Context: an optimization exercise on an open-source flow, tuned for small area and a short achievable clock period. The choices shown serve that exercise and are no tape-out recipe.
RTL that was checked went through simulation tests only; none was proved equivalent to the original.
Only the layout flow was run in run 5; the RTL was not checked for function there.
Power is estimated from default activity; no workload was simulated.

==> flow/design.v (outline; a module is shown in full before it is edited, if it fits) <==
// module pipe_mult: 7 lines
// module delay_line: 14 lines
// module barrett_cfg: 63 lines
// module barrett_reduce: 5180 lines
// module barrett_top: 47 lines
module barrett_top (
  input  logic        clk_i,
  input  logic        rst_ni,
  input  logic        cfg_we_i,
  input  logic [47:0] cfg_i,         
  input  logic        in_valid_i,
  input  logic [35:0] in_i,          
  output logic        out_valid_o,
  output logic [19:0] out_o          
);
  // ...
==> flow/flow/run.sh <==
#!/bin/bash
# The standard layout, with plain buf_1 cells (not clkdlybuf4s50_1) as the
# port buffers that ORFS inserts before global placement. make's full output
# goes to standard.log; each ORFS step also keeps its own log under orfs/logs.
set -euo pipefail
export BUFFER_PORTS_ARGS="-buffer_cell sky130_fd_sc_hd__buf_1"
bash standard.sh > standard.log 2>&1
==> flow/standard.sh <==
#!/bin/bash
# synth_recipe.tcl (not shown) runs the flow's synth.tcl, then flattens the netlist and writes it again
# the make line also repeats each setting of config.mk as NAME=value (left out here)
make -C /OpenROAD-flow-scripts/flow DESIGN_CONFIG=/design/flow/config.mk WORK_HOME=/design/flow/orfs CLKGATE_MAP_FILE= SYNTH_SCRIPT=/design/flow/synth_recipe.tcl "${@:-finish}"
==> flow/config.mk <==
export PLATFORM = sky130hd
export DESIGN_NAME = barrett_top
export DESIGN_NICKNAME = barrett_top
export VERILOG_FILES = /design/flow/design.v
export SDC_FILE = /design/flow/constraint.sdc
export NUM_CORES = 4
export LEC_CHECK = 0
export CAP_MARGIN = 20
export CORE_MARGIN = 2
export CORE_UTILIZATION = 65
export CTS_BUF_LIST = sky130_fd_sc_hd__clkbuf_8
export CTS_CLUSTER_DIAMETER = 45
export CTS_CLUSTER_SIZE = 20
export PLACE_DENSITY = 0.75
export SETUP_SLACK_MARGIN = 4.3
export SLEW_MARGIN = 20
==> flow/constraint.sdc <==
create_clock -name core_clock -period 7.0 [get_ports {clk_i}]
set_input_delay 1.4000 -clock core_clock [delete_from_list [all_inputs] [get_ports {clk_i}]]
set_output_delay 1.4000 -clock core_clock [all_outputs]
set_load 0.01 [all_outputs]
==> summary.md, run 1 <==
| Metric | Value |
|---|---|
| Run status | no timing/DRC/antenna violations |
| Cell-internal power | about 7.7 mW |
| Multi-Input Combinational | 1295 |
| Number of non-clock inverters | 200 |
| # H-tree levels | 2 |
| Compound-cell area share of the yosys netlist | 15.3% |
| Cell area after placement | 20300 um2 |
| Count of port buffers added during placement | 94 |
| Final Hold Vio Count | 0 |
| Via density | roughly 6 |
| FFs w/ async S/R, synth | 1.82% |
| Crit Path Category | reg2reg |
| Inserted Clock Buffers | 39 |
| Initial antenna violation count | 0 |
| Clock power share | between 10 and 15% |
| Switching power share of the total | 44.7% |
| Global Route met1 Usage | 43.9% |
| Number of global-route vias before repair | 14500 |
| Top routing layer used | met4 |
| Number of stages on the worst setup path | 10 |
| Clock group total power | 1.57 mW |
| Hold buffers post-CTS | 0 |
| Leading cell kind | multi-input combinational cells |
| Worst setup EP type | flop |
| Detailed-route via count | about 15000 |
| Tightest Hold Check Type | reg2reg |
| Destination of the worst register-to-register timing path | barrett_reduce_i.s5_r_2021_q |
| Endpoints failing setup | 0 |
| Deepest clock path buffer count | 3 |
| Leading cell type in the layout, fill and taps excluded | sky130_fd_sc_hd__dfxtp_1 |
| Leakage Power | around 9.7 nW |
| Sequential cell area | just over 7000 um2 |
| Critical Path AT | 3300 ps |
| Metal1 wirelength | ~22000 um |
| Cell with the largest stage delay on the worst path | sky130_fd_sc_hd__fa_1 |
| Number of synthesis warnings | 2 |
| Area used by multi-input combinational logic | around 12000 um2 |
==> run 2, diff against run 1 <==
--- a/flow/config.mk
+++ b/flow/config.mk
@@ -12,5 +12,5 @@
 export CTS_CLUSTER_DIAMETER = 45
 export CTS_CLUSTER_SIZE = 20
 export PLACE_DENSITY = 0.75
-export SETUP_SLACK_MARGIN = 4.3
+export SETUP_SLACK_MARGIN = 4.2
 export SLEW_MARGIN = 20
==> summary.md, run 2 <==
| Metric | Value |
|---|---|
| Run status | no timing/DRC/antenna violations (unchanged) |
| Number of global-route vias before repair | 13700 (was 14500) |
| Share of synthesized cell area in and, or, nand and nor gates | 6.54% (unchanged) |
| Data required time of the critical path | 7470 ps (was 7480 ps) |
| Logic depth of the worst register-to-register path | 10 (unchanged) |
| Area inside the core boundary | 29800 um2 (unchanged) |
| Nets in the synthesized netlist | 2267 (unchanged) |
| Crit Path Category | reg2reg (unchanged) |
| Mean routed wirelength per cell | 19.5 um (was 20.5 um) |
| Category of cells accounting for the largest share of critical-path delay | compound AO/OA/AOI/OAI gates (unchanged) |
| Area grow syn2layout | 13.2% (was 17.3%) |
| Wire length of the first global-routing pass | 74000 um (was 76600 um) |
| Final setup skew | 37.6 ps (was 41.4 ps) |
| Initial DRC count | 1598 (was 1441) |
| Worst-case register-to-register setup slack | 4210 ps (was 4180 ps) |
| Final Slew Violations | 0 (unchanged) |
| Cell type with the highest occurrence count on the critical path | sky130_fd_sc_hd__mux2i_1 |
| Period utilization | 39.8% (was 40.3%) |
| Count of clock tree sinks | 329 (unchanged) |
| FFs w/ async S/R, synth | 1.82% (unchanged) |
| Leading cell type in the layout, fill and taps excluded | sky130_fd_sc_hd__dfxtp_1 (unchanged) |
| Number of flip-flops and latches in the synthesized netlist | 329 (unchanged) |
| Overall fraction of global-route tracks in use | 30.4% (was 31.1%) |
| Post-DRT Antenna Nets | 0 (unchanged) |
| End point of the most critical hold path | barrett_reduce_i.s3_xl_1194_q (was barrett_reduce_i.s3_xl_1200_q) |
| Most frequently used cell type in the post-synthesis netlist | sky130_fd_sc_hd__dfxtp_1 (unchanged) |
| Cell with the largest stage delay on the worst path | sky130_fd_sc_hd__edfxtp_1 (was sky130_fd_sc_hd__fa_1) |
| Crit path max fanout | 15 (was 3) |
| Post-synth top flop | sky130_fd_sc_hd__dfxtp_1 (unchanged) |
| Clock-pin slew on the worst setup and hold paths | 100 ps (was 110 ps) |
| Inserted Clock Buffers | 38 (was 39) |
| Part of the Yosys area used for sequential elements | 35.8% (unchanged) |
| Number of different library cells in the post-synthesis netlist | 70 (unchanged) |
| Synth area leaders | sky130_fd_sc_hd__dfxtp_1 (28%), sky130_fd_sc_hd__fa_1 (14%), sky130_fd_sc_hd__xnor2_1 (9.5%) (unchanged) |
| Slowest Stage Delay on Critical Path | 430 ps (was 570 ps) |
| Final weighted congestion in routability-driven placement | 0.912 (was 0.896) |
| Sum of overflow across all layers after global routing | 0 (unchanged) |
| Number of max-cap violations | 0 (unchanged) |
| Synth top area share | 28.0% (unchanged) |
| Ratio of cells with drive above 1 in the final layout | 13.8% (was 18.3%) |
| Die X-Extent | 178 um (unchanged) |
| Count of flip-flops with a built-in enable after synthesis | 46 (unchanged) |
| Destination of the worst register-to-register timing path | barrett_reduce_i.r_o[10] (was barrett_reduce_i.s5_r_2021_q) |
| Initial antenna violation count | 1 (was 0) |
| Hold path depth | 0 (unchanged) |
| Cell type contributing the most total cell area after synthesis | sky130_fd_sc_hd__dfxtp_1 (unchanged) |
| Setup repair after global routing missed its margin | true (unchanged) |
| Final Hold Vio Count | 0 (unchanged) |
| Worst-path cell chain | inv_1, ha_1, and4_1, and3_1, a32o_2, mux2i_2, a221oi_4, buf_12, mux2i_1, mux2i_1 (was fa_1, ha_4, o21ai_2, nand2b_1, and3_1, a221o_1, a31oi_1, o21ai_1, a21oi_1, xnor2_1) |
| Launching point of the worst reg2reg path | barrett_cfg_i.q_o[12] (was barrett_reduce_i.s4_cols_1697_q) |
| Worst setup EP type | flop (unchanged) |
| Detailed-route via count | 14600 (was 15000) |
| Initial core utilization | 66.4% (unchanged) |
| Sum of negative setup slack | 0 ps (unchanged) |
| Post-synthesis cell count | 1938 (unchanged) |
| Number of top-level pins | 109 (unchanged) |
| Commonest cells in the synthesized netlist | sky130_fd_sc_hd__dfxtp_1 (277), sky130_fd_sc_hd__xnor2_1 (215), sky130_fd_sc_hd__inv_1 (194), sky130_fd_sc_hd__a22oi_1 (171), sky130_fd_sc_hd__fa_1 (143) (unchanged) |
| Area share of fa/ha/maj cells after synthesis | 20.7% (unchanged) |
| Tightest Hold Check Type | reg2reg (unchanged) |
| Drc violations | 0 (unchanged) |
| Net total in the final layout | 2378 (was 2407) |
| Root buffer cell | sky130_fd_sc_hd__clkbuf_8 (unchanged) |
| Leading cell types in the layout, fill and taps excluded | sky130_fd_sc_hd__dfxtp_1 (251), sky130_fd_sc_hd__xnor2_1 (212), sky130_fd_sc_hd__inv_1 (190) (was sky130_fd_sc_hd__dfxtp_1 (244), sky130_fd_sc_hd__xnor2_1 (206), sky130_fd_sc_hd__inv_1 (183)) |
| Placement Rows | 63 (unchanged) |
| Number of stages on the worst setup path | 10 (unchanged) |
| Launching element type of the critical path | flop (unchanged) |
| Mean Syn Cell Area | 10.2 um2 (unchanged) |
| Number of search-and-repair iterations in the first detailed-routing pass | 6 (was 8) |
| Hold buffers post-CTS | 0 (unchanged) |
| Buffers plus inverters on the worst setup path | 2 (was 0) |
| Slew headroom | 29.7% (was 31.0%) |
| Largest net degree at the start of global routing | 47 (unchanged) |
| Largest voltage drop on the vdd net | 0.000314 V (was 0.000318 V) |
| Wire length reported by the detailed router | 48000 um (was 51100 um) |
| Critical Path AT | 3260 ps (was 3300 ps) |
| Deepest clock path buffer count | 3 (unchanged) |
| Min cycle time layout | 2790 ps (was 2820 ps) |
| Number of non-filler instances in the completed layout | 2469 (was 2499) |
| Post-synth design cell area | 19800 um2 (unchanged) |
| Compound-cell area share of the yosys netlist | 15.3% (unchanged) |
| Endpoints failing setup | 0 (unchanged) |
| Xor-xnor portion of the synthesized cell area | 12.7% (unchanged) |
| Die area | 31800 um2 (unchanged) |
| Die span in y | 178 um (unchanged) |
| Number of placed instances with taps included | 2313 (was 2312) |
| Maximum clock rate | 0.359 GHz (was 0.355 GHz) |
| Source-to-sink clock delay at the later pin of the worst-skew pair | 610 ps (was 600 ps) |
| Registers with the most flip-flops | barrett_cfg_i.q_o (16), barrett_reduce_i.r_o (16) (unchanged) |
| Dominant combinational cell family by area after synthesis | adder cells (unchanged) |
| Leakage Power | 9.43 nW (was 9.68 nW) |
| CTS tree | built (unchanged) |
| Number of synthesis warnings | 2 (unchanged) |
| Via density | 5.92 (was 6.01) |
| Actual slew at the worst max-slew pin | 1050 ps (was 1030 ps) |
| Start point of the worst min-delay path | barrett_reduce_i.s2_xl_786_q (was barrett_reduce_i.s2_xl_792_q) |
| Placed wire-length estimate after detailed placement | 34100 um (was 34300 um) |
| # H-tree levels | 2 (unchanged) |
| Power density relative to cell area | 578 nW/um2 (was 599 nW/um2) |
| Mux cell area share after synthesis | 2.96% (unchanged) |
| Count of port buffers added during placement | 94 (unchanged) |
-- run 2: cell types whose count changed in the layout (fill, tap and decap cells not counted), sizes merged --
cell and delta:
buf -25, bufinv +1, clkbuf -4, clkinv +1, diode +1, inv -4
-- run 2: layout make-up --
cell class	instances	area, um2
multi-input cells	1295	11900
fillers	2101	7420
flip-flops and latches	329	7130
repair buffers	185	1180
inverters	200	791
clock buffers	40	551
well taps	390	488
clock inverters	29	358
diodes	1	2.50
-- run 2: report_power, final --
| part | total (mW) | internal [mW] | switching, mW | leakage [nW] |
|---|---|---|---|---|
| Sequential | 3.24 | 2.65 | 0.591 | 2.86 |
| Combinational | 8.17 | 3.79 | 4.38 | 6.10 |
| Clock | 1.53 | 0.737 | 0.790 | 0.467 |
| Total | 12.9 | 7.17 | 5.76 | 9.43 |
-- run 2: worst register-to-register path, cell delays in order (launching register included) --
cell and delay (ps):
sky130_fd_sc_hd__edfxtp_1 430, sky130_fd_sc_hd__inv_1 180, sky130_fd_sc_hd__ha_1 320, sky130_fd_sc_hd__and4_1 260, sky130_fd_sc_hd__and3_1 210, sky130_fd_sc_hd__a32o_2 310
sky130_fd_sc_hd__mux2i_2 180, sky130_fd_sc_hd__a221oi_4 230, sky130_fd_sc_hd__buf_12 210, sky130_fd_sc_hd__mux2i_1 240, sky130_fd_sc_hd__mux2i_1 90
-- run 2: kinds of logic after synthesis --
kind of cell    Yosys count
compound gates          446
flops                   329
buf+inv                 315
xor+xnor                285
simple gates            269
fa+ha+maj               241
mux                      53
-- run 2: stage by stage --
step	area, um2	utilization [%]	hold WS [ps]	setup slack, ps	power, mW
after global routing	22400	75.1	331	4100	14.0
final	22400	75.1	321	4210	12.9
after floorplan	19900	-	310	4200	8.61
after CTS	21700	72.9	323	4210	12.3
after detailed placement	20300	68.1	312	3080	10.5
after global placement	20300	68.1	311	3230	10.2
-- run 2: worst max path at each step --
stage | startpoint | end | slack [ps]
floorplan | barrett_cfg_i.q_o[3] | barrett_reduce_i.r_o[13] | 4200
global placement | barrett_cfg_i.q_o[9] | barrett_reduce_i.r_o[1] | 3230
detailed placement | barrett_cfg_i.q_o[9] | barrett_reduce_i.r_o[2] | 3080
CTS | barrett_reduce_i.s4_cols_1698_q | barrett_reduce_i.s5_r_2021_q | 4210
global route | barrett_cfg_i.q_o[0] | barrett_reduce_i.r_o[10] | 4100
finish | barrett_cfg_i.q_o[12] | barrett_reduce_i.r_o[10] | 4210
-- run 2: what timing repair did --
action / 4_1_cts / 5_1_grt
endpoints found under the setup margin: 67 / 40
buffers inserted: 39 / 46
gates resized for setup: 41 / 59
gates cloned: 1 / 0
pin swaps: 12 / 24
-- run 2: layer usage --
metal | routed length [um] | GRT usage [%] | part of all wire (%)
met1 | 20900 | 44.1 | 44
met2 | 20900 | 45.3 | 44
met3 | 4680 | 6.65 | 9.7
met4 | 1470 | 9.99 | 3.1
met5 | 0 | 0 | 0
==> run 3, diff against run 2 <==
--- a/flow/config.mk
+++ b/flow/config.mk
@@ -12,5 +12,5 @@
 export CTS_CLUSTER_DIAMETER = 45
 export CTS_CLUSTER_SIZE = 20
 export PLACE_DENSITY = 0.75
-export SETUP_SLACK_MARGIN = 4.2
+export SETUP_SLACK_MARGIN = 4.1
 export SLEW_MARGIN = 20
==> summary.md, run 3 <==
| Metric | Value |
|---|---|
| Largest voltage drop on the vdd net | 0.000246 V (was 0.000314 V) |
| Clock power share | 12.0% (was 11.8%) |
| Mean Syn Cell Area | 10.2 um2 (unchanged) |
| Area grow syn2layout | 10.2% (was 13.2%) |
| Number of global-route vias before repair | 14100 (was 13700) |
| Deepest clock path buffer count | 3 (unchanged) |
| Worst setup EP type | flop (unchanged) |
| Registers with the most flip-flops | barrett_cfg_i.q_o (16), barrett_reduce_i.r_o (16) (unchanged) |
| Placed wire-length estimate after detailed placement | 34300 um (was 34100 um) |
| Post-placement worst setup slack | 3040 ps (was 3080 ps) |
| Count of fill cells added during filler insertion | 2146 (was 2101) |
| Maximum clock rate | 0.351 GHz (was 0.359 GHz) |
| Number of max-cap violations | 0 (unchanged) |
| # H-tree levels | 2 (unchanged) |
| Initial core utilization | 66.4% (unchanged) |
| Compound-cell area share of the yosys netlist | 15.3% (unchanged) |
| Leading cell types in the layout, fill and taps excluded | sky130_fd_sc_hd__dfxtp_1 (258), sky130_fd_sc_hd__xnor2_1 (215), sky130_fd_sc_hd__inv_1 (193) (was sky130_fd_sc_hd__dfxtp_1 (251), sky130_fd_sc_hd__xnor2_1 (212), sky130_fd_sc_hd__inv_1 (190)) |
| Area share of fa/ha/maj cells after synthesis | 20.7% (unchanged) |
| Mean routed wirelength per cell | 19.6 um (was 19.5 um) |
| Slew headroom | 28.9% (was 29.7%) |
| Synth top area share | 28.0% (unchanged) |
| CTS tree | built (unchanged) |
| Cell type contributing the most total cell area after synthesis | sky130_fd_sc_hd__dfxtp_1 (unchanged) |
| Fin Hold WS | 317 ps (was 321 ps) |
| Hold buffers post-CTS | 0 (unchanged) |
| Mux cell area share after synthesis | 2.96% (unchanged) |
| Number of top-level pins | 109 (unchanged) |
| Detailed-route via count | 14400 (was 14600) |
| Setup repair after global routing missed its margin | true (unchanged) |
| Crit Path Category | reg2reg (unchanged) |
| Area inside the core boundary | 29800 um2 (unchanged) |
| Count of flip-flops with a built-in enable after synthesis | 46 (unchanged) |
| Xor-xnor portion of the synthesized cell area | 12.7% (unchanged) |
| Drc violations | 0 (unchanged) |
| Power density relative to cell area | 567 nW/um2 (was 578 nW/um2) |
| Antenna cells | 0 (was 1) |
| Nets in the synthesized netlist | 2267 (unchanged) |
| Sum of overflow across all layers after global routing | 0 (unchanged) |
| Setup ws final | 4150 ps (was 4210 ps) |
| Die span in y | 178 um (unchanged) |
| Sum of negative setup slack | 0 ps (unchanged) |
| Launching element type of the critical path | flop (unchanged) |
| Part of the Yosys area used for sequential elements | 35.8% (unchanged) |
| Source-to-sink clock delay at the later pin of the worst-skew pair | 600 ps (was 610 ps) |
| Die area | 31800 um2 (unchanged) |
| Tightest Hold Check Type | reg2reg (unchanged) |
| Critical Path AT | 3300 ps (was 3260 ps) |
| Leakage Power | 9.19 nW (was 9.43 nW) |
| Actual slew at the worst max-slew pin | 1070 ps (was 1050 ps) |
| Power share of the combinational group | 61.8% (was 63.1%) |
| Synth area leaders | sky130_fd_sc_hd__dfxtp_1 (28%), sky130_fd_sc_hd__fa_1 (14%), sky130_fd_sc_hd__xnor2_1 (9.5%) (unchanged) |
| Cell-internal power | 6.75 mW (was 7.17 mW) |
| Final Slew Violations | 0 (unchanged) |
| Initial DRC count | 1259 (was 1598) |
| Net total in the final layout | 2340 (was 2378) |
| Inserted Clock Buffers | 38 (unchanged) |
| Wire length reported by the detailed router | 47800 um (was 48000 um) |
| Ratio of cells with drive above 1 in the final layout | 10.3% (was 13.8%) |
| Count of clock tree sinks | 329 (unchanged) |
| Wire length of the first global-routing pass | 74800 um (was 74000 um) |
| FFs w/ async S/R, synth | 1.82% (unchanged) |
| Largest net degree at the start of global routing | 47 (unchanged) |
| Number of synthesis warnings | 2 (unchanged) |
| Number of flip-flops and latches in the synthesized netlist | 329 (unchanged) |
| Endpoints failing setup | 0 (unchanged) |
| Number of different library cells in the post-synthesis netlist | 70 (unchanged) |
| Switching component of the power | 5.60 mW (was 5.76 mW) |
| Final Hold Vio Count | 0 (unchanged) |
| Post-synth design cell area | 19800 um2 (unchanged) |
| Post-DRT Antenna Nets | 0 (unchanged) |
| Period utilization | 40.7% (was 39.8%) |
| Final weighted congestion in routability-driven placement | 0.901 (was 0.912) |
| Dominant combinational cell family by area after synthesis | adder cells (unchanged) |
| Run status | no timing/DRC/antenna violations (unchanged) |
| Via density | 5.94 (was 5.92) |
| Placement Rows | 63 (unchanged) |
| Core Util, Final | 73.2% (was 75.1%) |
| Number of search-and-repair iterations in the first detailed-routing pass | 7 (was 6) |
| Post-synthesis cell count | 1938 (unchanged) |
| Most frequently used cell type in the post-synthesis netlist | sky130_fd_sc_hd__dfxtp_1 (unchanged) |
| Crit path max fanout | 15 (unchanged) |
| Clock-pin slew on the worst setup and hold paths | 120 ps (was 100 ps) |
| Overall fraction of global-route tracks in use | 30.5% (was 30.4%) |
| Leading cell type in the layout, fill and taps excluded | sky130_fd_sc_hd__dfxtp_1 (unchanged) |
| Count of port buffers added during placement | 94 (unchanged) |
| Initial antenna violation count | 0 (was 1) |
| Die X-Extent | 178 um (unchanged) |
| Data required time of the critical path | 7450 ps (was 7470 ps) |
| Final setup skew | 49.1 ps (was 37.6 ps) |
| Min cycle time layout | 2850 ps (was 2790 ps) |
| Post-synth top flop | sky130_fd_sc_hd__dfxtp_1 (unchanged) |
| Root buffer cell | sky130_fd_sc_hd__clkbuf_8 (unchanged) |
| Commonest cells in the synthesized netlist | sky130_fd_sc_hd__dfxtp_1 (277), sky130_fd_sc_hd__xnor2_1 (215), sky130_fd_sc_hd__inv_1 (194), sky130_fd_sc_hd__a22oi_1 (171), sky130_fd_sc_hd__fa_1 (143) (unchanged) |
| Switching power share of the total | 45.3% (was 44.6%) |
| Share of total power in sequential cells | 26.2% (was 25.1%) |
| Share of synthesized cell area in and, or, nand and nor gates | 6.54% (unchanged) |
run 3: cell count changes in the layout (fill, tap and decap cells not counted), sizes merged:
| cell | delta |
|---|---|
| inv | +4 |
| clkinv | +1 |
| buf | -38 |
| diode | -1 |
| clkbuf | -1 |
| bufinv | -3 |
run 3: worst paths after layout:
| check | from | to | slack, ps | depth (start not counted) |
|---|---|---|---|---|
| max in group asynchronous | rst_ni | barrett_reduce_i.v_q[1] | 6110 | 1 |
| worst min register to register | barrett_reduce_i.s2_xl_793_q | barrett_reduce_i.s3_xl_1201_q | 320 | 0 |
| worst min-delay path | barrett_reduce_i.s2_xl_793_q | barrett_reduce_i.s3_xl_1201_q | 320 | 0 |
| min in group asynchronous | rst_ni | barrett_reduce_i.v_q[2] | 660 | 1 |
| worst max-delay path | barrett_cfg_i.q_o[11] | barrett_reduce_i.r_o[13] | 4150 | 10 |
| worst max register to register | barrett_cfg_i.q_o[11] | barrett_reduce_i.r_o[13] | 4150 | 10 |
run 3: critical path: stages (launching register included):
cell and delay [ps]:
sky130_fd_sc_hd__edfxtp_1 450, sky130_fd_sc_hd__clkinvlp_4 190, sky130_fd_sc_hd__ha_1 400, sky130_fd_sc_hd__and4_1 240, sky130_fd_sc_hd__and3_1 200, sky130_fd_sc_hd__a32o_2 310, sky130_fd_sc_hd__mux2i_1 160, sky130_fd_sc_hd__a221oi_4 230
sky130_fd_sc_hd__buf_12 200, sky130_fd_sc_hd__mux2i_1 250, sky130_fd_sc_hd__o21ai_2 60
run 3: per-layer routing:
layer  GRT usage (%)  vias up  wire [um]
met5               0        -          0
met4            9.15        0       1350
met3            7.16       99       4730
met2            47.3      656      21400
met1            42.7     6971      20300
li1                -     6717          -
run 3: timing repair:
item	CTS	global route
cloned	1	0
gates resized for setup	22	36
pin swaps	0	12
setup buffers	26	21
setup endpoints to repair	52	45
hold endpoints to repair	0	0
run 3: final cells by class:
| type | count | area, um2 | area share [%] |
|---|---|---|---|
| flip-flops and latches | 329 | 7100 | 32.6 |
| inverters | 200 | 776 | 3.56 |
| repair buffers | 147 | 865 | 3.97 |
| multi-input cells | 1295 | 11700 | 53.6 |
| clock inverters | 31 | 357 | 1.64 |
| clock buffers | 39 | 537 | 2.46 |
| well taps | 390 | 488 | 2.24 |
run 3: power by group through the flow:
stage / sequential, mW / clock [mW] / combinational, mW
finish: 3.24 / 1.48 / 7.64
detailed placement: 3.28 / 0 / 7.12
global placement: 3.26 / 0 / 6.87
CTS: 3.23 / 1.50 / 7.35
floorplan: 2.94 / 0 / 5.64
global route: 3.30 / 1.58 / 8.56
run 3: metrics by stage:
stage               cells  power [mW]  instance area [um2]
floorplan            1938        8.58                19800
global placement     2313        10.1                20200
detailed placement   2313        10.4                20200
CTS                  2410        12.1                21500
global route         2431        13.4                21800
finish               2431        12.4                21800
run 3: cell families (layout without fill, tap and decap cells):
family / Yosys count / count (layout)
AOI/OAI and AO/OA: 446 / 446
xor gates and xnor gates: 285 / 286
DFF: 329 / 329
muxes: 53 / 53
adders and majority gates: 241 / 241
buffers and inverters: 315 / 417
and+or+nand+nor: 269 / 269
==> run 4, diff against run 3 <==
--- a/flow/config.mk
+++ b/flow/config.mk
@@ -7,7 +7,7 @@
 export LEC_CHECK = 0
 export CAP_MARGIN = 20
 export CORE_MARGIN = 2
-export CORE_UTILIZATION = 65
+export CORE_UTILIZATION = 60
 export CTS_BUF_LIST = sky130_fd_sc_hd__clkbuf_8
 export CTS_CLUSTER_DIAMETER = 45
 export CTS_CLUSTER_SIZE = 20
==> summary.md, run 4 <==
| Metric | Value |
|---|---|
| Count of fill cells added during filler insertion | 2543 (was 2146) |
| Logic depth of the worst register-to-register path | 11 (was 10) |
| Leakage Power | 9.23 nW (was 9.19 nW) |
| Post-synthesis cell count | 1938 (unchanged) |
| Critical Path AT | 3320 ps (was 3300 ps) |
| Launching point of the worst reg2reg path | barrett_cfg_i.q_o[9] (was barrett_cfg_i.q_o[11]) |
| Wire length reported by the detailed router | 47000 um (was 47800 um) |
| Hold buffers post-CTS | 0 (unchanged) |
| Inserted Clock Buffers | 37 (was 38) |
| Min cycle time layout | 2870 ps (was 2850 ps) |
| End point of the most critical hold path | barrett_reduce_i.s3_xl_1205_q (was barrett_reduce_i.s3_xl_1201_q) |
| Largest voltage drop on the vdd net | 0.000372 V (was 0.000246 V) |
| Final weighted congestion in routability-driven placement | 0.910 (was 0.901) |
| FFs w/ async S/R, synth | 1.82% (unchanged) |
| Total Power Consumption | 12.3 mW (was 12.4 mW) |
| Number of top-level pins | 109 (unchanged) |
| Crit path max fanout | 8 (was 15) |
| Sequential cell area | 7100 um2 (unchanged) |
| Setup repair after global routing missed its margin | true (unchanged) |
| Number of flip-flops and latches in the synthesized netlist | 329 (unchanged) |
| Cell type contributing the most total cell area after synthesis | sky130_fd_sc_hd__dfxtp_1 (unchanged) |
| Worst setup EP type | flop (unchanged) |
| Sum of negative setup slack | 0 ps (unchanged) |
| Crit Path Category | reg2reg (unchanged) |
| Setup ws final | 4130 ps (was 4150 ps) |
| Initial antenna violation count | 2 (was 0) |
| Destination of the worst register-to-register timing path | barrett_reduce_i.r_o[9] (was barrett_reduce_i.r_o[13]) |
| Final setup skew | 58.0 ps (was 49.1 ps) |
| Ratio of cells with drive above 1 in the final layout | 10.8% (was 10.3%) |
| Area inside the core boundary | 32500 um2 (was 29800 um2) |
| Drc violations | 0 (unchanged) |
| Detailed-route via count | 14300 (was 14400) |
| Largest net degree at the start of global routing | 47 (unchanged) |
| Number of synthesis warnings | 2 (unchanged) |
| Start point of the worst min-delay path | barrett_reduce_i.s2_xl_797_q (was barrett_reduce_i.s2_xl_793_q) |
| CTS tree | built (unchanged) |
| Via density | 5.76 (was 5.94) |
| Area used by multi-input combinational logic | 11700 um2 (about the same) |
| Placement Rows | 66 (was 63) |
| Slew headroom | 30.3% (was 28.9%) |
| Number of max-cap violations | 0 (unchanged) |
| Number of search-and-repair iterations in the first detailed-routing pass | 6 (was 7) |
| Mean Syn Cell Area | 10.2 um2 (unchanged) |
| Net total in the final layout | 2346 (was 2340) |
| Number of global-route vias before repair | 13800 (was 14100) |
| Count of flip-flops with a built-in enable after synthesis | 46 (unchanged) |
| Most frequently used cell type in the post-synthesis netlist | sky130_fd_sc_hd__dfxtp_1 (unchanged) |
| Number of different library cells in the post-synthesis netlist | 70 (unchanged) |
| Launching element type of the critical path | flop (unchanged) |
| Leading cell types in the layout, fill and taps excluded | sky130_fd_sc_hd__dfxtp_1 (260), sky130_fd_sc_hd__xnor2_1 (215), sky130_fd_sc_hd__inv_1 (191) (was sky130_fd_sc_hd__dfxtp_1 (258), sky130_fd_sc_hd__xnor2_1 (215), sky130_fd_sc_hd__inv_1 (193)) |
| Post-DRT Antenna Nets | 0 (unchanged) |
| Root buffer cell | sky130_fd_sc_hd__clkbuf_8 (unchanged) |
| Clock-pin slew on the worst setup and hold paths | 110 ps (was 120 ps) |
| Final Slew Violations | 0 (unchanged) |
| Part of the Yosys area used for sequential elements | 35.8% (unchanged) |
| Count of port buffers added during placement | 94 (unchanged) |
| Placed wire-length estimate after detailed placement | 33700 um (was 34300 um) |
| Registers with the most flip-flops | barrett_cfg_i.q_o (16), barrett_reduce_i.r_o (16) (unchanged) |
| Wire length of the first global-routing pass | 73300 um (was 74800 um) |
| Deepest clock path buffer count | 3 (unchanged) |
| Post-route cell area | 22000 um2 (was 21800 um2) |
| Sum of overflow across all layers after global routing | 0 (unchanged) |
| Synth top area share | 28.0% (unchanged) |
| Overall fraction of global-route tracks in use | 27.5% (was 30.5%) |
| Leading cell type in the layout, fill and taps excluded | sky130_fd_sc_hd__dfxtp_1 (unchanged) |
| Die area | 34400 um2 (was 31800 um2) |
| Hold path depth | 0 (unchanged) |
| Area grow syn2layout | 11.2% (was 10.2%) |
| Commonest cells in the synthesized netlist | sky130_fd_sc_hd__dfxtp_1 (277), sky130_fd_sc_hd__xnor2_1 (215), sky130_fd_sc_hd__inv_1 (194), sky130_fd_sc_hd__a22oi_1 (171), sky130_fd_sc_hd__fa_1 (143) (unchanged) |
| Die X-Extent | 186 um (was 178 um) |
| Nets in the synthesized netlist | 2267 (unchanged) |
| Die span in y | 186 um (was 178 um) |
| Count of clock tree sinks | 329 (unchanged) |
| Period utilization | 41.0% (was 40.7%) |
| Cell area after placement | 20300 um2 (was 20200 um2) |
| Initial core utilization | 60.8% (was 66.4%) |
| Power density relative to cell area | 560 nW/um2 (was 567 nW/um2) |
| Endpoints failing setup | 0 (unchanged) |
| Maximum clock rate | 0.349 GHz (was 0.351 GHz) |
| Worst-case register-to-register setup slack | 4130 ps (was 4150 ps) |
| Run status | no timing/DRC/antenna violations (unchanged) |
| Tightest Hold Check Type | reg2reg (unchanged) |
| Final Hold Vio Count | 0 (unchanged) |
| # H-tree levels | 2 (unchanged) |
| Synth area leaders | sky130_fd_sc_hd__dfxtp_1 (28%), sky130_fd_sc_hd__fa_1 (14%), sky130_fd_sc_hd__xnor2_1 (9.5%) (unchanged) |
| Mean routed wirelength per cell | 18.9 um (was 19.6 um) |
| Source-to-sink clock delay at the later pin of the worst-skew pair | 630 ps (was 600 ps) |
| Initial DRC count | 1141 (was 1259) |
| Actual slew at the worst max-slew pin | 1040 ps (was 1070 ps) |
| Post-synth design cell area | 19800 um2 (unchanged) |
| Post-synth top flop | sky130_fd_sc_hd__dfxtp_1 (unchanged) |
| Post-placement worst setup slack | 2990 ps (was 3040 ps) |
| Data required time of the critical path | 7450 ps (about the same) |
==> run 4: logic make-up after synthesis <==
kind of cell | count (synthesis) | synth area share [%]
xor+xnor | 285 | 12.7
flops | 329 | 35.8
simple gates | 269 | 6.54
fa+ha+maj | 241 | 20.7
compound gates | 446 | 15.3
mux | 53 | 2.96
buf+inv | 315 | 6.07
==> run 4: repair_timing <==
action                     CTS  global route
gates resized for setup     21            50
hold endpoints to repair     0             0
setup endpoints to repair   47            45
cloned                       1             1
buffers inserted            26            30
pin swaps                    0            10
==> run 4: worst max path at each step <==
| stage | start | endpoint | slack [ps] | cells after the start |
|---|---|---|---|---|
| 2_1_floorplan | barrett_cfg_i.q_o[3] | barrett_reduce_i.r_o[13] | 4120 | 13 |
| 3_3_place_gp | barrett_cfg_i.q_o[5] | barrett_reduce_i.r_o[2] | 3080 | 9 |
| 3_5_place_dp | barrett_cfg_i.q_o[5] | barrett_reduce_i.r_o[14] | 2990 | 8 |
| 4_1_cts | barrett_cfg_i.q_o[11] | barrett_reduce_i.r_o[9] | 4100 | 10 |
| 5_1_grt | barrett_cfg_i.q_o[1] | barrett_reduce_i.r_o[9] | 4000 | 12 |
| 6_report | barrett_cfg_i.q_o[9] | barrett_reduce_i.r_o[9] | 4130 | 11 |
==> run 4: area by class of cell <==
| type | count | area share, % |
|---|---|---|
| Antenna cell | 1 | 0.0114 |
| Clock buffer | 39 | 2.44 |
| Clock inverter | 29 | 1.63 |
| Inverter | 200 | 3.53 |
| Multi-Input combinational cell | 1295 | 53.4 |
| Sequential cell | 329 | 32.3 |
| Tap cell | 442 | 2.51 |
| Timing Repair Buffer | 154 | 4.24 |
==> run 4: where the power goes <==
group,internal (mW),total (mW),switching [mW],leakage [nW]
Clock,0.698,1.50,0.801,0.444
Combinational,3.46,7.55,4.10,5.94
Sequential,2.65,3.26,0.610,2.85
==> run 4: stage by stage <==
step / instances / hold WS (ps) / util [%]
6_report: 2489 / 309 / 67.6
5_1_grt: 2488 / 308 / 67.6
4_1_cts: 2457 / 295 / 66.1
3_5_place_dp: 2362 / 312 / 62.3
3_3_place_gp: 2362 / 310 / 62.3
2_1_floorplan: 1938 / 310 / -
==> run 4: metal layers <==
| metal | track usage, % | wire [um] |
|---|---|---|
| met4 | 10.0 | 1650 |
| met5 | 0 | 26 |
| met3 | 6.65 | 4270 |
| met1 | 38.3 | 20400 |
| met2 | 41.8 | 20600 |
==> run 4: worst max-delay path: stages, from the launching register on <==
cell	delay, ps
sky130_fd_sc_hd__edfxtp_1	470
sky130_fd_sc_hd__inv_4	200
sky130_fd_sc_hd__ha_2	350
sky130_fd_sc_hd__and4_1	180
sky130_fd_sc_hd__and3_1	190
sky130_fd_sc_hd__a32o_2	310
sky130_fd_sc_hd__mux2i_2	170
sky130_fd_sc_hd__a221oi_4	220
sky130_fd_sc_hd__buf_4	170
sky130_fd_sc_hd__buf_12	130
sky130_fd_sc_hd__mux2i_1	180
sky130_fd_sc_hd__mux2i_1	100
==> module barrett_cfg, before the edit <==
module barrett_cfg (
  input  logic        clk_i,
  input  logic        cfg_we_i,
  input  logic [15:0] q_i,
  input  logic [31:0] mu_i,
  output logic [3:0]  s_o,
  output logic [15:0] q_o,
  output logic [8:0]  m1_one_o,
  output logic [8:0]  m1_two_o,
  output logic [7:0]  m1_neg_o,
  output logic [8:0]  m2_one_o,
  output logic [7:0]  m2_two_o,
  output logic [7:0]  m2_neg_o
);
  logic [3:0]  s_calc;
  logic [18:0] mb;    
  logic [18:0] qb;    
  logic [8:0]  m1_one, m1_two, m1_neg, m2_one, m2_two;
  logic       z8, z4h, z4l;
  logic [3:0] t;    
  logic [7:0] u;    
  assign z8  = ~|q_i[15:8];
  assign z4h = ~|q_i[15:12];
  assign z4l = ~|q_i[7:4];
  always_comb begin
    for (int i = 0; i < 4; i++) t[i] = ~|q_i[4*i+3 -: 2];
    for (int i = 0; i < 8; i++) u[i] = ~q_i[2*i+1];
  end
  assign s_calc[3] = z8;
  assign s_calc[2] = z8 ? z4l : z4h;
  assign s_calc[1] = z8 ? (z4l ? t[0] : t[1]) : (z4h ? t[2] : t[3]);
  assign s_calc[0] = z8 ? (z4l ? (t[0] ? u[0] : u[1]) : (t[1] ? u[2] : u[3]))
                        : (z4h ? (t[2] ? u[4] : u[5]) : (t[3] ? u[6] : u[7]));
  assign mb = {1'b0, (mu_i[17] ? 17'h1ffff : mu_i[16:0]), 1'b0};
  assign qb = {2'b00, q_o, 1'b0};
  always_comb begin
    for (int i = 0; i < 9; i++) begin
      m1_one[i] = mb[2*i+1] ^ mb[2*i];
      m1_two[i] = (mb[2*i+2] & ~mb[2*i+1] & ~mb[2*i])
                | (~mb[2*i+2] & mb[2*i+1] & mb[2*i]);
      m1_neg[i] = mb[2*i+2];
      m2_one[i] = qb[2*i+1] ^ qb[2*i];
      m2_two[i] = (qb[2*i+2] & ~qb[2*i+1] & ~qb[2*i])
                | (~qb[2*i+2] & qb[2*i+1] & qb[2*i]);
    end
  end
  always_ff @(posedge clk_i) begin
    if (cfg_we_i) begin
      s_o      <= s_calc;
      q_o      <= q_i;
      m1_one_o <= m1_one;
      m1_two_o <= m1_two;
      m1_neg_o <= m1_neg[7:0];
    end
  end
  always_ff @(posedge clk_i) begin
    m2_one_o <= m2_one;
    m2_two_o <= m2_two[7:0];
  end
  always_comb begin
    for (int i = 0; i < 8; i++) m2_neg_o[i] = ~q_o[2*i+1];
  end
endmodule
==> module barrett_top, before the edit <==
module barrett_top (
  input  logic        clk_i,
  input  logic        rst_ni,
  input  logic        cfg_we_i,
  input  logic [47:0] cfg_i,         
  input  logic        in_valid_i,
  input  logic [35:0] in_i,          
  output logic        out_valid_o,
  output logic [19:0] out_o          
);
  logic [3:0]  cfg_s;
  logic [15:0] cfg_q;
  logic [8:0]  m1_one, m1_two, m2_one;
  logic [7:0]  m1_neg, m2_two, m2_neg;
  barrett_cfg barrett_cfg_i (
    .clk_i    (clk_i),
    .cfg_we_i (cfg_we_i),
    .q_i      (cfg_i[47:32]),
    .mu_i     (cfg_i[31:0]),
    .s_o      (cfg_s),
    .q_o      (cfg_q),
    .m1_one_o (m1_one),
    .m1_two_o (m1_two),
    .m1_neg_o (m1_neg),
    .m2_one_o (m2_one),
    .m2_two_o (m2_two),
    .m2_neg_o (m2_neg)
  );
  barrett_reduce barrett_reduce_i (
    .clk_i       (clk_i),
    .rst_ni      (rst_ni),
    .s_i         (cfg_s),
    .q_i         (cfg_q),
    .m1_one_i    (m1_one),
    .m1_two_i    (m1_two),
    .m1_neg_i    (m1_neg),
    .m2_one_i    (m2_one),
    .m2_two_i    (m2_two),
    .m2_neg_i    (m2_neg),
    .in_valid_i  (in_valid_i),
    .x_i         (in_i[35:4]),
    .tag_i       (in_i[3:0]),
    .out_valid_o (out_valid_o),
    .r_o         (out_o[19:4]),
    .tag_o       (out_o[3:0])
  );
endmodule
==> run 5, diff against run 4 <==
--- a/flow/design.v
+++ b/flow/design.v
@@ -48,6 +48,7 @@
   input  logic [31:0] mu_i,
   output logic [3:0]  s_o,
   output logic [15:0] q_o,
+  output logic [15:0] qf_o,
   output logic [8:0]  m1_one_o,
   output logic [8:0]  m1_two_o,
   output logic [7:0]  m1_neg_o,
@@ -97,6 +98,7 @@
     end
   end
   always_ff @(posedge clk_i) begin
+    qf_o     <= q_o;    
     m2_one_o <= m2_one;
     m2_two_o <= m2_two[7:0];
   end
@@ -5299,7 +5301,7 @@
   output logic [19:0] out_o          
 );
   logic [3:0]  cfg_s;
-  logic [15:0] cfg_q;
+  logic [15:0] cfg_q, cfg_qf;
   logic [8:0]  m1_one, m1_two, m2_one;
   logic [7:0]  m1_neg, m2_two, m2_neg;
   barrett_cfg barrett_cfg_i (
@@ -5309,6 +5311,7 @@
     .mu_i     (cfg_i[31:0]),
     .s_o      (cfg_s),
     .q_o      (cfg_q),
+    .qf_o     (cfg_qf),
     .m1_one_o (m1_one),
     .m1_two_o (m1_two),
     .m1_neg_o (m1_neg),
@@ -5320,7 +5323,7 @@
     .clk_i       (clk_i),
     .rst_ni      (rst_ni),
     .s_i         (cfg_s),
-    .q_i         (cfg_q),
+    .q_i         (cfg_qf),
     .m1_one_i    (m1_one),
     .m1_two_i    (m1_two),
     .m1_neg_i    (m1_neg),
--- a/flow/config.mk
+++ b/flow/config.mk
@@ -7,7 +7,7 @@
 export LEC_CHECK = 0
 export CAP_MARGIN = 20
 export CORE_MARGIN = 2
-export CORE_UTILIZATION = 60
+export CORE_UTILIZATION = 65
 export CTS_BUF_LIST = sky130_fd_sc_hd__clkbuf_8
 export CTS_CLUSTER_DIAMETER = 45
 export CTS_CLUSTER_SIZE = 20
==> summary.md, run 5 <==
| Metric | Value |
|---|---|
| Run status | no timing/DRC/antenna violations (unchanged) |
| Number of top-level pins | 109 (unchanged) |
| Switching power share of the total | 44.8% (was 44.7%) |
| Actual slew at the worst max-slew pin | 882 ps (was 1040 ps) |
| Tightest Hold Check Type | reg2reg (unchanged) |
| Data required time of the critical path | 7460 ps (was 7450 ps) |
| Number of synthesis warnings | 2 (unchanged) |
| Initial antenna violation count | 2 (unchanged) |
| FFs w/ async S/R, synth | 1.75% (was 1.82%) |
| Number of flip-flops and latches in the synthesized netlist | 343 (was 329) |
| Worst setup EP type | flop (unchanged) |
| Critical Path AT | 3440 ps (was 3320 ps) |
| Via density | 5.95 (was 5.76) |
| Post-synthesis cell count | 1982 (was 1938) |
| Mean routed wirelength per cell | 19.6 um (was 18.9 um) |
| Number of different library cells in the post-synthesis netlist | 81 (was 70) |
| Ratio of cells with drive above 1 in the final layout | 12.8% (was 10.8%) |
| Mean Syn Cell Area | 10.3 um2 (was 10.2 um2) |
| Slew headroom | 41.2% (was 30.3%) |
| Area share of fa/ha/maj cells after synthesis | 20.1% (was 20.7%) |
| Commonest cells in the synthesized netlist | sky130_fd_sc_hd__dfxtp_1 (291), sky130_fd_sc_hd__xnor2_1 (209), sky130_fd_sc_hd__inv_1 (206), sky130_fd_sc_hd__a22oi_1 (169), sky130_fd_sc_hd__fa_1 (143) (was sky130_fd_sc_hd__dfxtp_1 (277), sky130_fd_sc_hd__xnor2_1 (215), sky130_fd_sc_hd__inv_1 (194), sky130_fd_sc_hd__a22oi_1 (171), sky130_fd_sc_hd__fa_1 (143)) |
| Synth area leaders | sky130_fd_sc_hd__dfxtp_1 (29%), sky130_fd_sc_hd__fa_1 (14%), sky130_fd_sc_hd__xnor2_1 (9.0%) (was sky130_fd_sc_hd__dfxtp_1 (28%), sky130_fd_sc_hd__fa_1 (14%), sky130_fd_sc_hd__xnor2_1 (9.5%)) |
| Cell area after placement | 20800 um2 (was 20300 um2) |
| Count of flip-flops with a built-in enable after synthesis | 46 (unchanged) |
| Post-placement worst setup slack | 3410 ps (was 2990 ps) |
| Clock power share | 11.2% (was 12.2%) |
| Placed wire-length estimate after detailed placement | 35100 um (was 33700 um) |
| Cell type contributing the most total cell area after synthesis | sky130_fd_sc_hd__dfxtp_1 (unchanged) |
| Wire length reported by the detailed router | 49000 um (was 47000 um) |
| CTS tree | built (unchanged) |
| Area inside the core boundary | 30700 um2 (was 32500 um2) |
| Power density relative to cell area | 590 nW/um2 (was 560 nW/um2) |
| Net total in the final layout | 2398 (was 2346) |
| Post-synth design cell area | 20400 um2 (was 19800 um2) |
| Root buffer cell | sky130_fd_sc_hd__clkbuf_8 (unchanged) |
| Hold buffers post-CTS | 0 (unchanged) |
| Leading cell type in the layout, fill and taps excluded | sky130_fd_sc_hd__dfxtp_1 (unchanged) |
| Launching element type of the critical path | flop (unchanged) |
| Post-route cell area | 22700 um2 (was 22000 um2) |
| # H-tree levels | 2 (unchanged) |
| Drc violations | 0 (unchanged) |
| Clock-pin slew on the worst setup and hold paths | 100 ps (was 110 ps) |
| Maximum clock rate | 0.335 GHz (was 0.349 GHz) |
| Initial core utilization | 66.2% (was 60.8%) |
| Final Hold Vio Count | 0 (unchanged) |
| Count of fill cells added during filler insertion | 2237 (was 2543) |
| Nets in the synthesized netlist | 2311 (was 2267) |
| Sum of negative setup slack | 0 ps (unchanged) |
| Most frequently used cell type in the post-synthesis netlist | sky130_fd_sc_hd__dfxtp_1 (unchanged) |
| Period utilization | 42.6% (was 41.0%) |
| Worst-case register-to-register setup slack | 4020 ps (was 4130 ps) |
| Leading cell types in the layout, fill and taps excluded | sky130_fd_sc_hd__dfxtp_1 (272), sky130_fd_sc_hd__xnor2_1 (206), sky130_fd_sc_hd__inv_1 (201) (was sky130_fd_sc_hd__dfxtp_1 (260), sky130_fd_sc_hd__xnor2_1 (215), sky130_fd_sc_hd__inv_1 (191)) |
| Synth top area share | 28.6% (was 28.0%) |
| Min cycle time layout | 2980 ps (was 2870 ps) |
| Dominant combinational cell family by area after synthesis | adder cells (unchanged) |
| Sum of overflow across all layers after global routing | 0 (unchanged) |
| Largest voltage drop on the vdd net | 0.000295 V (was 0.000372 V) |
| Placement Rows | 64 (was 66) |
| Xor-xnor portion of the synthesized cell area | 11.9% (was 12.7%) |
| Final Slew Violations | 0 (unchanged) |
| Leakage Power | 9.57 nW (was 9.23 nW) |
| Post-synth top flop | sky130_fd_sc_hd__dfxtp_1 (unchanged) |
| Registers with the most flip-flops | barrett_cfg_i.q_o (16), barrett_reduce_i.r_o (16), barrett_cfg_i.qf_o (15) (was barrett_cfg_i.q_o (16), barrett_reduce_i.r_o (16)) |
| Die X-Extent | 181 um (was 186 um) |
| Largest net degree at the start of global routing | 47 (unchanged) |
| Share of total power in sequential cells | 24.8% (was 26.4%) |
| Detailed-route via count | 14800 (was 14300) |
| Mux cell area share after synthesis | 3.68% (was 2.96%) |
| Final setup skew | 38.0 ps (was 58.0 ps) |
| Sequential cell area | 7380 um2 (was 7100 um2) |
| Post-DRT Antenna Nets | 0 (unchanged) |
| Compound-cell area share of the yosys netlist | 15.0% (was 15.3%) |
| Crit path max fanout | 4 (was 8) |
| Number of global-route vias before repair | 14400 (was 13800) |
| Deepest clock path buffer count | 3 (unchanged) |
| Count of port buffers added during placement | 94 (unchanged) |
| Power share of the combinational group | 64.1% (was 61.4%) |
| Setup repair after global routing missed its margin | true (unchanged) |
| Crit Path Category | reg2reg (unchanged) |
| Die span in y | 181 um (was 186 um) |
| Area grow syn2layout | 11.5% (was 11.2%) |
| Share of synthesized cell area in and, or, nand and nor gates | 7.00% (was 6.54%) |
| Number of max-cap violations | 0 (unchanged) |
| Die area | 32800 um2 (was 34400 um2) |
| Wire length of the first global-routing pass | 76700 um (was 73300 um) |
| Count of clock tree sinks | 343 (was 329) |
| Area used by multi-input combinational logic | 12100 um2 (was 11700 um2) |
| Part of the Yosys area used for sequential elements | 36.1% (was 35.8%) |
| Endpoints failing setup | 0 (unchanged) |
| Initial DRC count | 1370 (was 1141) |
| Number of search-and-repair iterations in the first detailed-routing pass | 6 (unchanged) |
| Overall fraction of global-route tracks in use | 29.5% (was 27.5%) |
| Cell-internal power | 7.39 mW (was 6.80 mW) |
| Setup ws final | 4020 ps (was 4130 ps) |
| Switching component of the power | 6.01 mW (was 5.51 mW) |
| Final weighted congestion in routability-driven placement | 0.954 (was 0.910) |
| Source-to-sink clock delay at the later pin of the worst-skew pair | 590 ps (was 630 ps) |
| Inserted Clock Buffers | 40 (was 37) |
[run 5: logic make-up (layout without fill, tap and decap cells)]
kind of cell	count (synthesis)	after routing
AOI/OAI and AO/OA	431	431
DFF	343	343
buffers and inverters	328	445
and+or+nand+nor	299	299
xor gates and xnor gates	274	274
adders and majority gates	241	241
muxes	66	66
other	0	1
[run 5: path summary, 6_finish.rpt]
check	cells after the start	from	to
max	11	barrett_reduce_i.s2_cols_827_q	barrett_reduce_i.s3_qh_1229_q
max in group asynchronous	1	rst_ni	barrett_reduce_i.v_q[5]
max reg2reg	11	barrett_reduce_i.s2_cols_827_q	barrett_reduce_i.s3_qh_1229_q
min reg2reg	0	barrett_reduce_i.s4_tag_1682_q	barrett_reduce_i.s5_tag_2000_q
min	0	barrett_reduce_i.s4_tag_1682_q	barrett_reduce_i.s5_tag_2000_q
min in group asynchronous	1	rst_ni	barrett_reduce_i.v_q[0]
[run 5: repair_timing]
item	in CTS	in global routing
pin swaps	6	31
cloned	1	1
setup buffers	25	27
resized for setup	37	73
setup endpoints to repair	60	48
[run 5: final cells by class]
cell class | instances | area share, %
clock inverters | 30 | 1.32
inverters | 214 | 3.61
flip-flops and latches | 343 | 32.5
multi-input cells | 1311 | 53.4
well taps | 396 | 2.18
clock buffers | 42 | 2.55
diodes | 1 | 0.0110
repair buffers | 159 | 4.43
[run 5: power by group through the flow]
stage          clock network, mW  logic (mW)  registers [mW]
3_3_place_gp                   0        7.13            3.34
5_1_grt                     1.60        9.56            3.38
4_1_cts                     1.52        7.70            3.31
6_report                    1.50        8.59            3.32
2_1_floorplan                  0        5.83            3.03
3_5_place_dp                   0        7.43            3.36
[run 5: per-stage QoR]
stage	instances	utilization, %	power (mW)	hold WS (ps)
6_report	2496	73.9	13.4	333
5_1_grt	2495	73.9	14.5	338
4_1_cts	2467	71.8	12.5	335
3_5_place_dp	2369	67.8	10.8	312
3_3_place_gp	2369	67.8	10.5	312
2_1_floorplan	1982	-	8.87	310
[run 5: routing by layer]
| layer | global-route usage [%] | vias to the layer above | routed length [um] |
|---|---|---|---|
| li1 | - | 6901 | - |
| met2 | 43.9 | 631 | 21100 |
| met4 | 8.81 | 2 | 1430 |
| met5 | 0 | - | 16 |
| met1 | 42.9 | 7204 | 21900 |
| met3 | 7.28 | 111 | 4490 |
[run 5: critical path: stages, from the launching register on]
cell and delay (ps):
sky130_fd_sc_hd__dfxtp_2 330, sky130_fd_sc_hd__fa_1 590, sky130_fd_sc_hd__ha_4 230, sky130_fd_sc_hd__a21oi_2 150, sky130_fd_sc_hd__o21ai_2 80, sky130_fd_sc_hd__or3_4 350
sky130_fd_sc_hd__o21ai_4 180, sky130_fd_sc_hd__o21ai_2 70, sky130_fd_sc_hd__buf_6 130, sky130_fd_sc_hd__o41ai_4 430, sky130_fd_sc_hd__o21bai_1 150, sky130_fd_sc_hd__xor2_1 180
==> run 6, diff against run 5 <==
--- a/flow/design.v
+++ b/flow/design.v
@@ -48,7 +48,6 @@
   input  logic [31:0] mu_i,
   output logic [3:0]  s_o,
   output logic [15:0] q_o,
-  output logic [15:0] qf_o,
   output logic [8:0]  m1_one_o,
   output logic [8:0]  m1_two_o,
   output logic [7:0]  m1_neg_o,
@@ -98,7 +97,6 @@
     end
   end
   always_ff @(posedge clk_i) begin
-    qf_o     <= q_o;    
     m2_one_o <= m2_one;
     m2_two_o <= m2_two[7:0];
   end
@@ -5301,7 +5299,7 @@
   output logic [19:0] out_o          
 );
   logic [3:0]  cfg_s;
-  logic [15:0] cfg_q, cfg_qf;
+  logic [15:0] cfg_q;
   logic [8:0]  m1_one, m1_two, m2_one;
   logic [7:0]  m1_neg, m2_two, m2_neg;
   barrett_cfg barrett_cfg_i (
@@ -5311,7 +5309,6 @@
     .mu_i     (cfg_i[31:0]),
     .s_o      (cfg_s),
     .q_o      (cfg_q),
-    .qf_o     (cfg_qf),
     .m1_one_o (m1_one),
     .m1_two_o (m1_two),
     .m1_neg_o (m1_neg),
@@ -5323,7 +5320,7 @@
     .clk_i       (clk_i),
     .rst_ni      (rst_ni),
     .s_i         (cfg_s),
-    .q_i         (cfg_qf),
+    .q_i         (cfg_q),
     .m1_one_i    (m1_one),
     .m1_two_i    (m1_two),
     .m1_neg_i    (m1_neg),
--- a/flow/config.mk
+++ b/flow/config.mk
@@ -11,6 +11,6 @@
 export CTS_BUF_LIST = sky130_fd_sc_hd__clkbuf_8
 export CTS_CLUSTER_DIAMETER = 45
 export CTS_CLUSTER_SIZE = 20
-export PLACE_DENSITY = 0.75
+export PLACE_DENSITY = 0.7
 export SETUP_SLACK_MARGIN = 4.1
 export SLEW_MARGIN = 20
==> summary.md, run 6 <==
| Metric | Value |
|---|---|
| Run status | no timing/DRC/antenna violations (unchanged) |
| Number of max-cap violations | 0 (unchanged) |
| Power density relative to cell area | 568 nW/um2 (was 590 nW/um2) |
| Final weighted congestion in routability-driven placement | 0.924 (was 0.954) |
| Wire length reported by the detailed router | 47700 um (was 49000 um) |
| Initial antenna violation count | 2 (unchanged) |
| Inserted Clock Buffers | 35 (was 40) |
| Synth top area share | 28.0% (was 28.6%) |
| Die span in y | 178 um (was 181 um) |
| Area grow syn2layout | 11.2% (was 11.5%) |
| Min cycle time layout | 2820 ps (was 2980 ps) |
| Post-synth top flop | sky130_fd_sc_hd__dfxtp_1 (unchanged) |
| Initial core utilization | 66.4% (was 66.2%) |
| Logic depth of the worst register-to-register path | 9 (was 11) |
| Crit Path Category | reg2reg (unchanged) |
| Final setup skew | 26.9 ps (was 38.0 ps) |
| Count of port buffers added during placement | 94 (unchanged) |
| Registers with the most flip-flops | barrett_cfg_i.q_o (16), barrett_reduce_i.r_o (16) (was barrett_cfg_i.q_o (16), barrett_reduce_i.r_o (16), barrett_cfg_i.qf_o (15)) |
| Placed wire-length estimate after detailed placement | 34900 um (was 35100 um) |
| Clock-pin slew on the worst setup and hold paths | 110 ps (was 100 ps) |
| Leading cell types in the layout, fill and taps excluded | sky130_fd_sc_hd__dfxtp_1 (259), sky130_fd_sc_hd__xnor2_1 (212), sky130_fd_sc_hd__inv_1 (190) (was sky130_fd_sc_hd__dfxtp_1 (272), sky130_fd_sc_hd__xnor2_1 (206), sky130_fd_sc_hd__inv_1 (201)) |
| Count of clock tree sinks | 329 (was 343) |
| Commonest cells in the synthesized netlist | sky130_fd_sc_hd__dfxtp_1 (277), sky130_fd_sc_hd__xnor2_1 (215), sky130_fd_sc_hd__inv_1 (194), sky130_fd_sc_hd__a22oi_1 (171), sky130_fd_sc_hd__fa_1 (143) (was sky130_fd_sc_hd__dfxtp_1 (291), sky130_fd_sc_hd__xnor2_1 (209), sky130_fd_sc_hd__inv_1 (206), sky130_fd_sc_hd__a22oi_1 (169), sky130_fd_sc_hd__fa_1 (143)) |
| Mean Syn Cell Area | 10.2 um2 (was 10.3 um2) |
| Tightest Hold Check Type | reg2reg (unchanged) |
| Mean routed wirelength per cell | 19.6 um (about the same) |
| Final Hold Vio Count | 0 (unchanged) |
| Setup repair after global routing missed its margin | true (unchanged) |
| Detailed-route via count | 14400 (was 14800) |
| Nets in the synthesized netlist | 2267 (was 2311) |
| Source-to-sink clock delay at the later pin of the worst-skew pair | 550 ps (was 590 ps) |
| Leakage Power | 9.26 nW (was 9.57 nW) |
| CTS tree | built (unchanged) |
| Leading cell type in the layout, fill and taps excluded | sky130_fd_sc_hd__dfxtp_1 (unchanged) |
| Cell area after placement | 20200 um2 (was 20800 um2) |
| Root buffer cell | sky130_fd_sc_hd__clkbuf_8 (unchanged) |
| Period utilization | 40.2% (was 42.6%) |
| Sum of negative setup slack | 0 ps (unchanged) |
| Actual slew at the worst max-slew pin | 1040 ps (was 882 ps) |
| Part of the Yosys area used for sequential elements | 35.8% (was 36.1%) |
| Number of search-and-repair iterations in the first detailed-routing pass | 5 (was 6) |
| Area inside the core boundary | 29800 um2 (was 30700 um2) |
| Worst setup EP type | flop (unchanged) |
| End point of the most critical hold path | barrett_reduce_i.s3_xl_1201_q (was barrett_reduce_i.s5_tag_2000_q) |
| Drc violations | 0 (unchanged) |
| Net total in the final layout | 2350 (was 2398) |
| Most frequently used cell type in the post-synthesis netlist | sky130_fd_sc_hd__dfxtp_1 (unchanged) |
| Post-route cell area | 22000 um2 (was 22700 um2) |
| Cell type contributing the most total cell area after synthesis | sky130_fd_sc_hd__dfxtp_1 (unchanged) |
| Sum of overflow across all layers after global routing | 0 (unchanged) |
| FFs w/ async S/R, synth | 1.82% (was 1.75%) |
| Post-synthesis cell count | 1938 (was 1982) |
| Ratio of cells with drive above 1 in the final layout | 11.2% (was 12.8%) |
| Largest voltage drop on the vdd net | 0.000293 V (was 0.000295 V) |
| Number of global-route vias before repair | 13500 (was 14400) |
| Data required time of the critical path | 7480 ps (was 7460 ps) |
| Destination of the worst register-to-register timing path | barrett_reduce_i.s5_r_2020_q (was barrett_reduce_i.s3_qh_1229_q) |
| Number of flip-flops and latches in the synthesized netlist | 329 (was 343) |
| Placement Rows | 63 (was 64) |
| Maximum clock rate | 0.355 GHz (was 0.335 GHz) |
| Number of synthesis warnings | 2 (unchanged) |
| Setup ws final | 4180 ps (was 4020 ps) |
| Start point of the worst min-delay path | barrett_reduce_i.s2_xl_793_q (was barrett_reduce_i.s4_tag_1682_q) |
| Wire length of the first global-routing pass | 73100 um (was 76700 um) |
| Post-DRT Antenna Nets | 0 (unchanged) |
| Launching element type of the critical path | flop (unchanged) |
| Synth area leaders | sky130_fd_sc_hd__dfxtp_1 (28%), sky130_fd_sc_hd__fa_1 (14%), sky130_fd_sc_hd__xnor2_1 (9.5%) (was sky130_fd_sc_hd__dfxtp_1 (29%), sky130_fd_sc_hd__fa_1 (14%), sky130_fd_sc_hd__xnor2_1 (9.0%)) |
| # H-tree levels | 2 (unchanged) |
| Total Power Consumption | 12.5 mW (was 13.4 mW) |
| Critical Path AT | 3300 ps (was 3440 ps) |
| Endpoints failing setup | 0 (unchanged) |
| Crit path max fanout | 5 (was 4) |
| Initial DRC count | 1347 (was 1370) |
| Count of flip-flops with a built-in enable after synthesis | 46 (unchanged) |
| Number of top-level pins | 109 (unchanged) |
| Post-synth design cell area | 19800 um2 (was 20400 um2) |
| Largest net degree at the start of global routing | 47 (unchanged) |
| Overall fraction of global-route tracks in use | 29.8% (was 29.5%) |
| Number of different library cells in the post-synthesis netlist | 70 (was 81) |
| Post-placement worst setup slack | 3070 ps (was 3410 ps) |
| Slew headroom | 30.7% (was 41.2%) |
| Launching point of the worst reg2reg path | barrett_reduce_i.s4_cols_1713_q (was barrett_reduce_i.s2_cols_827_q) |
| Die X-Extent | 178 um (was 181 um) |
| Die area | 31800 um2 (was 32800 um2) |
| Final Slew Violations | 0 (unchanged) |
| Deepest clock path buffer count | 3 (unchanged) |
| Worst-case register-to-register setup slack | 4180 ps (was 4020 ps) |
| Hold path depth | 0 (unchanged) |
| Via density | 5.92 (was 5.95) |
## run 6: how the worst max path moves through the flow
stage / start / endpoint / slack (ps) / cells after the start
4_1_cts: barrett_cfg_i.q_o[3] / barrett_reduce_i.r_o[13] / 4100 / 11
3_5_place_dp: barrett_cfg_i.q_o[1] / barrett_reduce_i.r_o[13] / 3070 / 10
3_3_place_gp: barrett_cfg_i.q_o[1] / barrett_reduce_i.r_o[13] / 3130 / 10
5_1_grt: barrett_reduce_i.s4_cols_1713_q / barrett_reduce_i.s5_r_2020_q / 4080 / 9
2_1_floorplan: barrett_cfg_i.q_o[3] / barrett_reduce_i.r_o[13] / 4120 / 13
6_report: barrett_reduce_i.s4_cols_1713_q / barrett_reduce_i.s5_r_2020_q / 4180 / 9
## run 6: metrics by stage
step,cells,hold slack (ps),utilization (%)
2_1_floorplan,1938,310,-
3_3_place_gp,2315,310,67.9
3_5_place_dp,2315,312,67.9
4_1_cts,2399,330,71.7
5_1_grt,2437,337,73.8
6_report,2438,325,73.8
## run 6: power breakdown
| group | total (mW) | switching [mW] | internal (mW) |
|---|---|---|---|
| clock | 1.45 | 0.723 | 0.724 |
| combinational | 7.78 | 4.23 | 3.56 |
| sequential | 3.25 | 0.602 | 2.65 |
## run 6: cell families after synthesis
family,share of synthesized area (%)
xor gates and xnor gates,12.7
DFF,35.8
muxes,2.96
AOI/OAI and AO/OA,15.3
buffers and inverters,6.07
and+or+nand+nor,6.54
adders and majority gates,20.7
## run 6: worst max-delay path, stage by stage, from the launching register on
cell and delay [ps]:
sky130_fd_sc_hd__dfxtp_1 320, sky130_fd_sc_hd__fa_1 540, sky130_fd_sc_hd__ha_2 310, sky130_fd_sc_hd__a21o_1 170, sky130_fd_sc_hd__a21o_1 180, sky130_fd_sc_hd__a21oi_2 180
sky130_fd_sc_hd__o21bai_1 140, sky130_fd_sc_hd__a221o_1 400, sky130_fd_sc_hd__or4_1 420, sky130_fd_sc_hd__nand4_1 90
## run 6: cell type report
class / instances / area (um2)
Timing Repair Buffer: 160 / 978
Clock buffer: 38 / 523
Inverter: 200 / 779
Multi-Input combinational cell: 1295 / 11800
Sequential cell: 329 / 7100
Clock inverter: 25 / 313
Fill cell: 2209 / 7810
Tap cell: 390 / 488
Antenna cell: 1 / 2.50
## run 6: routing by layer
metal  GRT usage, %  up-vias  wire length, um  share of wire [%]
met4           8.77        2             1040                2.2
li1               -     6741                -                  -
met5              0        -               13              0.027
met3           5.56       79             4150                8.7
met2           46.3      639            21500                 45
met1           42.7     6966            21000                 44
## run 6: what timing repair did
item                                    4_1_cts  5_1_grt
buffers inserted                             20       37
endpoints found under the setup margin       49       38
resized for setup                            21       63
cloned                                        1        1
pin swaps                                     0       12
hold buffers                                  0        0

## separate check: timing with driven ports
No port has a modelled driver above. Below, the same layouts with a new extraction and two added sets of constraints. Step 1, drivers: a clkbuf_16 drives clk_i and a buf_2 each remaining input, both assumed. Step 2 adds t to the input delays and takes it off the output delays; t is the mean of the earliest and latest rising clock arrival at the registers after step 1. Input paths then give back, and output paths get back, about the clock's delay inside the block. a / b / c = no drivers / after step 1 / after step 2; a / b = the first two.
run	t, ns	setup slack, ns	hold slack, ns
run 1	0.629	4.181 / 4.181 / 4.040	0.326 / 0.326 / 0.326
run 2	0.645	4.213 / 4.213 / 4.201	0.321 / 0.321 / 0.321
run 3	0.619	4.148 / 4.148 / 4.058	0.317 / 0.317 / 0.317
run 4	0.654	4.133 / 4.133 / 4.133	0.309 / 0.309 / 0.309
run 5	0.614	4.017 / 4.017 / 4.017	0.333 / 0.333 / 0.333
run 6	0.588	4.183 / 4.183 / 4.183	0.325 / 0.325 / 0.325
After both steps every run listed still meets setup and hold. The setup slack of run 1, which loses most, moves by 0.000 ns with the drivers and by -0.141 ns with both steps.
